Context: an optimization exercise on an open-source flow, tuned for small area, a short achievable clock period and few clock cycles per item. The choices shown serve that exercise and are no tape-out recipe. RTL that was checked went through simulation tests only; none was proved equivalent to the original.

## matmul_engine
module matmul_engine
#(
    parameter int DATA_WIDTH = matmul_pkg::DEF_DATA_WIDTH,
    parameter int BUS_WIDTH  = matmul_pkg::DEF_BUS_WIDTH,
    parameter int DIM        = matmul_pkg::DEF_DIM
) (
    input  logic                          clk_i,
    input  logic                          rst_i,
    input  logic                          start_i,
    input  logic                          mode_i,
    input  logic [DIM*DATA_WIDTH-1:0]     a_col_i,
    input  logic [DIM*DATA_WIDTH-1:0]     b_row_i,
    input  logic                          op_valid_i,
    output logic                          op_ready_o,
    input  logic [DIM*DIM*BUS_WIDTH-1:0]  c_i,
    output logic [DIM*DIM*BUS_WIDTH-1:0]  m_o,
    output logic [DIM*DIM-1:0]            flags_o,
    output logic                          busy_o,
    output logic                          done_o,
    output logic [$clog2(DIM+1)-1:0]      beat_cnt_o
);
    localparam int CW = $clog2(DIM + 1);
    logic          busy_q, done_q;
    logic [CW-1:0] beat_cnt_q;
    logic          start_ok, accept, last;
    assign start_ok = start_i && !busy_q && !rst_i;
    assign accept   = op_valid_i && busy_q && !rst_i;
  ...
Size: roughly 5900 cells after synthesis, about 600 I/O pins, ~52000 sq um of cells after synthesis.
==> flow/config.mk <==
export PLATFORM = sky130hd
export DESIGN_NAME = matmul_engine
export DESIGN_NICKNAME = matmul_engine
export VERILOG_FILES = /design/flow/design.v
export SDC_FILE = /design/flow/constraint.sdc
export NUM_CORES = 4
export LEC_CHECK = 0
export CAP_MARGIN = 20
export CORE_MARGIN = 2
export CORE_UTILIZATION = 40
export SETUP_SLACK_MARGIN = 1.5
export SLEW_MARGIN = 20
==> flow/constraint.sdc <==
create_clock -name core_clock -period 7.0 [get_ports {clk_i}]
set_input_delay 1.4000 -clock core_clock [delete_from_list [all_inputs] [get_ports {clk_i}]]
set_output_delay 1.4000 -clock core_clock [all_outputs]
set_load 0.01 [all_outputs]
standard.sh (not shown) runs the stock make flow with config.mk's settings and CLKGATE_MAP_FILE= SYNTH_SCRIPT=/design/flow/synth_recipe.tcl, a recipe that flattens the netlist after the stock synthesis.
==> flow/flow/run.sh <==
#!/bin/bash
# The standard layout, with plain buf_1 cells as the input and output port
# buffers (every port still gets its own buffer). The make output goes to
# standard.log; ORFS's per-step logs stay under orfs/logs/.
set -euo pipefail
export BUFFER_PORTS_ARGS="-buffer_cell sky130_fd_sc_hd__buf_1"
bash standard.sh > standard.log 2>&1
Testbench counts at the start, summed over its fixed seeds: cycles 8,008, items 1,600.
Edit:
==> flow/run.sh (new file) <==
#!/bin/bash
# synth_recipe.tcl (not shown) runs the flow's synth.tcl, then flattens the netlist and writes it again
# the make line also repeats each setting of config.mk as NAME=value (left out here)
make -C /OpenROAD-flow-scripts/flow DESIGN_CONFIG=/design/flow/config.mk WORK_HOME=/design/flow/orfs CLKGATE_MAP_FILE= SYNTH_SCRIPT=/design/flow/synth_recipe.tcl finish
SETUP_SLACK_MARGIN = 2.0   (was 1.5)
removed: flow/flow/run.sh
removed: flow/standard.sh
Result: Fmax grows by a few percent. Register-to-register slack improves by 0.39 ns. Synthesized area stays the same. Final area grows by roughly a tenth. Via count grows by a few percent. Routed wire length grows by a few percent. Clock-buffer cell count shrinks by 1. Utilization grows by 4.9 points. Hold slack improves by 0.0061 ns.
Edit:
SETUP_SLACK_MARGIN = 2.5   (was 2.0)
After rerunning: The new run finished with timing, DRC and antenna clean; sequential cell count is unchanged; global-route usage is higher by 1.2 points; final area is higher by roughly a tenth; via count is higher by a few percent.
Edit:
SETUP_SLACK_MARGIN = 1.5   (was 2.5)
Via count fell by 7.3%.
Area after synthesis does not change.
Count of clock-buffer cells in the layout does not change.
Die area is unchanged.
Worst setup slack loses 0.57 ns.
Edit:
==> flow/flow/run.sh (new file) <==
#!/bin/bash
# The standard layout, with plain buf_1 cells as the input and output port
# buffers (every port still gets its own buffer). The make output goes to
# standard.log; ORFS's per-step logs stay under orfs/logs/.
set -euo pipefail
export BUFFER_PORTS_ARGS="-buffer_cell sky130_fd_sc_hd__buf_1"
bash standard.sh > standard.log 2>&1
==> flow/standard.sh (new file) <==
#!/bin/bash
# synth_recipe.tcl (not shown) runs the flow's synth.tcl, then flattens the netlist and writes it again
# the make line also repeats each setting of config.mk as NAME=value (left out here)
make -C /OpenROAD-flow-scripts/flow DESIGN_CONFIG=/design/flow/config.mk WORK_HOME=/design/flow/orfs CLKGATE_MAP_FILE= SYNTH_SCRIPT=/design/flow/synth_recipe.tcl "${@:-finish}"
SETUP_SLACK_MARGIN = 2.0   (was 1.5)
removed: flow/run.sh
The new run ran to the end with no violations.
Setup slack gains 0.46 ns.
Hold slack is worse by 0.0044 ns.
First-iteration DRC count is higher by 10%.
Synthesized cell count does not change.
Final area goes down by 5.0%.
Critical path depth stays the same.
Die area stays the same.

* * *

lane 1:
Another version of the RTL of matmul_engine (not shown whole).
Size in the first run: roughly 5,400 cells after synthesis, roughly 600 I/O pins, roughly 0.047 mm² of cells after synthesis.
==> flow/config.mk <==
export PLATFORM = sky130hd
export DESIGN_NAME = matmul_engine
export DESIGN_NICKNAME = matmul_engine
export VERILOG_FILES = /design/flow/design.v
export SDC_FILE = /design/flow/constraint.sdc
export NUM_CORES = 4
export LEC_CHECK = 0
export CAP_MARGIN = 20
export CORE_MARGIN = 2
export CORE_UTILIZATION = 55
export PLACE_DENSITY = 0.7
export SETUP_SLACK_MARGIN = 2.0
export SLEW_MARGIN = 20
==> flow/constraint.sdc <==
create_clock -name core_clock -period 7.0 [get_ports {clk_i}]
set_input_delay 1.4000 -clock core_clock [delete_from_list [all_inputs] [get_ports {clk_i}]]
set_output_delay 1.4000 -clock core_clock [all_outputs]
set_load 0.01 [all_outputs]
==> flow/flow/run.sh <==
#!/bin/bash
# The standard layout, with plain buf_1 cells as the input and output port
# buffers (every port still gets its own buffer). The make output goes to
# standard.log; ORFS's per-step logs stay under orfs/logs/.
set -euo pipefail
export BUFFER_PORTS_ARGS="-buffer_cell sky130_fd_sc_hd__buf_1"
bash standard.sh > standard.log 2>&1
Lane 1 | stages: all done | timing, DRC, antenna: all pass
Edits applied to the flow inputs when going from lane 1 to lane 2:
Settings: swapping 55 for 40 in CORE_UTILIZATION; clearing PLACE_DENSITY, which used to be 0.7; swapping 2.0 for 2.6 in SETUP_SLACK_MARGIN.
[summary]
Of lane 2 and lane 1, the run reporting the lower average routed wire per standard cell was lane 1.
The run showing the smaller number of gates on the worst path with buffers counted is lane 2.
Relative to lane 1, worst hold slack has gone down in lane 2.
A worst setup path endpoint of g_row[3].g_col[2].u_pe.s_q[6] is what lane 1 shows, while m_o[238] belongs to lane 2.
The core footprint number comes out lower for lane 1 vs lane 2.
Changes observed in lane 2 relative to lane 1: sequential share of layout area went down, final area went up, via count went up, clock latency reported for the late side of the worst-skew pair went up, overall routed net length went up.
Cmp lane 2 and lane 1 / wire length of the first global-routing pass / higher: lane 2
Lane 1 vs lane 2, slowest cell on the critical path: sky130_fd_sc_hd__and3_4 vs sky130_fd_sc_hd__a2111oi_4
reg2out as the kind of critical path was reported by lane 2, and in2reg by lane 1.
Setup changes, lane 2 to lane 3
Settings: SETUP_SLACK_MARGIN changed from 2.6 to 2.7; ABC_AREA newly set to 1.
==> flow/flow/run.sh <==
#!/bin/bash
# The standard layout with two changes to how it is made:
# - plain buf_1 cells as the input and output port buffers (every port still
#   gets its own buffer);
# - yosys synth without its internal "abc -fast" pre-mapping (-noabc), so
#   that the adder extraction sees the full-adder tree as written. Registers
#   and their names are the same as in the standard synthesis.
# The make output goes to standard.log; ORFS's per-step logs stay under
# orfs/logs/.
set -euo pipefail
export BUFFER_PORTS_ARGS="-buffer_cell sky130_fd_sc_hd__buf_1"
export SYNTH_ARGS="-noabc"
bash standard.sh > standard.log 2>&1
--- outcome ---
Looking at the reports, lane 3 completed the entire flow and the layout it produced met the timing, DRC and antenna checks.
In the flow results for lane 2 and lane 3, the clock network area share is smaller on lane 2.
Note that the wire length of the first global-routing pass recorded for lane 3 amounts to 0.873 times the value seen in lane 2.
Number of well taps in lane 3 is 1.6% below lane 2.
Lane 3 ended with more number of ordinary inverters in the final layout than lane 2.
Synthesis-to-finish area growth in lane 3 is 14 points below lane 2.
## Diff of input files: lane 4 against lane 3
Settings: swapping 2.7 for 2.0 in SETUP_SLACK_MARGIN; clearing ABC_AREA, which used to be 1.
==> flow/flow/run.sh <==
#!/bin/bash
# The standard layout, with plain buf_1 cells as the input and output port
# buffers (every port still gets its own buffer). The make output goes to
# standard.log; ORFS's per-step logs stay under orfs/logs/.
set -euo pipefail
export BUFFER_PORTS_ARGS="-buffer_cell sky130_fd_sc_hd__buf_1"
bash standard.sh > standard.log 2>&1
--- outcome ---
- When lane 4 is measured against lane 3, its global-route track usage on met2 turns out 0.97 points higher.
- Lane 4 vs lane 3 — number of clock buffers in the layout dropped slightly
- Status: effective utilization at floorplan parity (lane 3, lane 4)
- Fraction of area in multi-input gates: lane 3 and lane 4 compared, higher one is lane 4
- Changes observed in lane 4 relative to lane 3: share of the clock period used by the worst path after layout grew by 8.7 points, cell count after placement now sits lower, cell count saw a decrease.
- Against lane 3, lane 4 reports a number of cells on the critical path that is higher.
- Comparing post-synthesis cell count for lane 3 and lane 4, the bigger number came from lane 3.
No run of this note included a check of the RTL's function; only the layout flow was run.

* * *

Another version of the RTL of matmul_engine (not shown whole).
Size in the first run: ~600 I/O pins, roughly 46000 um2 of cells after synthesis.
==> flow/config.mk <==
export PLATFORM = sky130hd
export DESIGN_NAME = matmul_engine
export DESIGN_NICKNAME = matmul_engine
export VERILOG_FILES = /design/flow/design.v
export SDC_FILE = /design/flow/constraint.sdc
export NUM_CORES = 4
export LEC_CHECK = 0
export ABC_AREA = 1
export CAP_MARGIN = 20
export CORE_MARGIN = 2
export CORE_UTILIZATION = 40
export SETUP_SLACK_MARGIN = 2.6
export SLEW_MARGIN = 20
export TNS_END_PERCENT = 50
==> flow/constraint.sdc <==
create_clock -name core_clock -period 7.0 [get_ports {clk_i}]
set_input_delay 1.4000 -clock core_clock [delete_from_list [all_inputs] [get_ports {clk_i}]]
set_output_delay 1.4000 -clock core_clock [all_outputs]
set_load 0.01 [all_outputs]
==> flow/flow/run.sh <==
#!/bin/bash
# The standard layout with two changes to how it is made:
# - plain buf_1 cells as the input and output port buffers (every port still
#   gets its own buffer);
# - yosys synth without its internal "abc -fast" pre-mapping (-noabc), so
#   that the adder extraction sees the full-adder tree as written. Registers
#   and their names are the same as in the standard synthesis.
# The make output goes to standard.log; ORFS's per-step logs stay under
# orfs/logs/.
set -euo pipefail
export BUFFER_PORTS_ARGS="-buffer_cell sky130_fd_sc_hd__buf_1"
export SYNTH_ARGS="-noabc"
bash standard.sh > standard.log 2>&1
Testbench counts at the start, summed over its fixed seeds: cycles 8,008, items 1,600.
Rerun with:
==> flow/flow/run.sh (replaced) <==
#!/bin/bash
# The standard layout, with plain buf_1 cells as the input and output port
# buffers (every port still gets its own buffer). The make output goes to
# standard.log; ORFS's per-step logs stay under orfs/logs/.
set -euo pipefail
export BUFFER_PORTS_ARGS="-buffer_cell sky130_fd_sc_hd__buf_1"
bash standard.sh > standard.log 2>&1
--- a/flow/config.mk
+++ b/flow/config.mk
@@ -7,3 +7,2 @@
 export LEC_CHECK = 0
-export ABC_AREA = 1
 export CAP_MARGIN = 20
@@ -11,4 +10,3 @@
 export CORE_UTILIZATION = 40
-export SETUP_SLACK_MARGIN = 2.6
+export SETUP_SLACK_MARGIN = 2.5
 export SLEW_MARGIN = 20
-export TNS_END_PERCENT = 50
- utilization climbs by 3.6 points
- global-route usage is higher by 1.4 points
- wire length goes up by 6.6%
- cell count decreases by 6.3%
- register-to-register slack is worse by 0.36 ns
- synthesized area is about the same
- count of clock-buffer cells in the layout came out lower by 8
Rerun with:
--- a/flow/config.mk
+++ b/flow/config.mk
@@ -10,3 +10,3 @@
 export CORE_UTILIZATION = 40
-export SETUP_SLACK_MARGIN = 2.5
+export SETUP_SLACK_MARGIN = 2.3
 export SLEW_MARGIN = 20
- worst setup slack is worse by 0.16 ns
- routed wire length fell by about 3.7%
- area after synthesis stays the same
Rerun with:
==> flow/flow/run.sh (replaced) <==
#!/bin/bash
# The standard layout with two changes to how it is made:
# - plain buf_1 cells as the input and output port buffers (every port still
#   gets its own buffer);
# - yosys synth without its internal "abc -fast" pre-mapping (-noabc), so
#   that the adder extraction sees the full-adder tree as written. Registers
#   and their names are the same as in the standard synthesis.
# The make output goes to standard.log; ORFS's per-step logs stay under
# orfs/logs/.
set -euo pipefail
export BUFFER_PORTS_ARGS="-buffer_cell sky130_fd_sc_hd__buf_1"
export SYNTH_ARGS="-noabc"
bash standard.sh > standard.log 2>&1
--- a/flow/config.mk
+++ b/flow/config.mk
@@ -7,2 +7,3 @@
 export LEC_CHECK = 0
+export ABC_AREA = 1
 export CAP_MARGIN = 20
@@ -10,3 +11,3 @@
 export CORE_UTILIZATION = 40
-export SETUP_SLACK_MARGIN = 2.3
+export SETUP_SLACK_MARGIN = 2.6
 export SLEW_MARGIN = 20
Setup slack improved by 0.42 ns. Count of clock-buffer cells in the layout grows by 3. Routed wire length came out lower by a few percent. Synthesized area stays flat. Worst hold slack improves by 0.019 ns. Die area barely changes.

-- static timing again, ports no longer ideal --
In the flow no input, the clock included, has a driving cell. The finished layouts below were timed again as built, in two steps. Step 1 assumes that a clkbuf_16 drives the clock port and a buf_2 every other input. Step 2 moves the port delays by t, midway between the first and last clock arrival at a register: inputs arrive t later, outputs are due t later. That takes back most of the time a late clock gives input paths. a / b / c = ideal ports / drivers / drivers and shift; a / b = the first two.
| run | t (ns) | setup WS [ns] | clock arrival spread, ns |
|---|---|---|---|
| the first run of note 1 | 0.733 | 1.698 / 1.624 / 1.233 | 0.027 / 0.028 |
| the second run of note 1 | 0.716 | 2.021 / 1.947 / 1.420 | 0.029 / 0.029 |
| the third run of note 1 | 0.711 | 2.158 / 2.084 / 1.893 | 0.025 / 0.026 |
| the fourth run of note 1 | 0.716 | 1.590 / 1.516 / 0.957 | 0.025 / 0.025 |
| the fifth run of note 1 | 0.733 | 2.047 / 2.036 / 1.365 | 0.024 / 0.024 |
| lane 1 | 0.687 | 2.005 / 1.975 / 1.288 | 0.022 / 0.022 |
| lane 2 | 0.739 | 2.361 / 2.286 / 1.830 | 0.036 / 0.036 |
| lane 3 | 0.714 | 2.662 / 2.665 / 1.951 | 0.033 / 0.034 |
| lane 4 | 0.724 | 2.050 / 2.019 / 1.295 | 0.025 / 0.024 |
| the first run of note 3 | 0.733 | 2.645 / 2.633 / 1.962 | 0.023 / 0.022 |
| the second run of note 3 | 0.727 | 2.464 / 2.390 / 1.797 | 0.060 / 0.060 |
| the third run of note 3 | 0.718 | 2.308 / 2.237 / 1.736 | 0.041 / 0.041 |
| the fourth run of note 3 | 0.730 | 2.730 / 2.664 / 1.998 | 0.031 / 0.031 |
After both steps every run listed still meets setup and hold. The setup slack of lane 4, which loses most, moves by -0.031 ns with the drivers and by -0.755 ns with both steps.
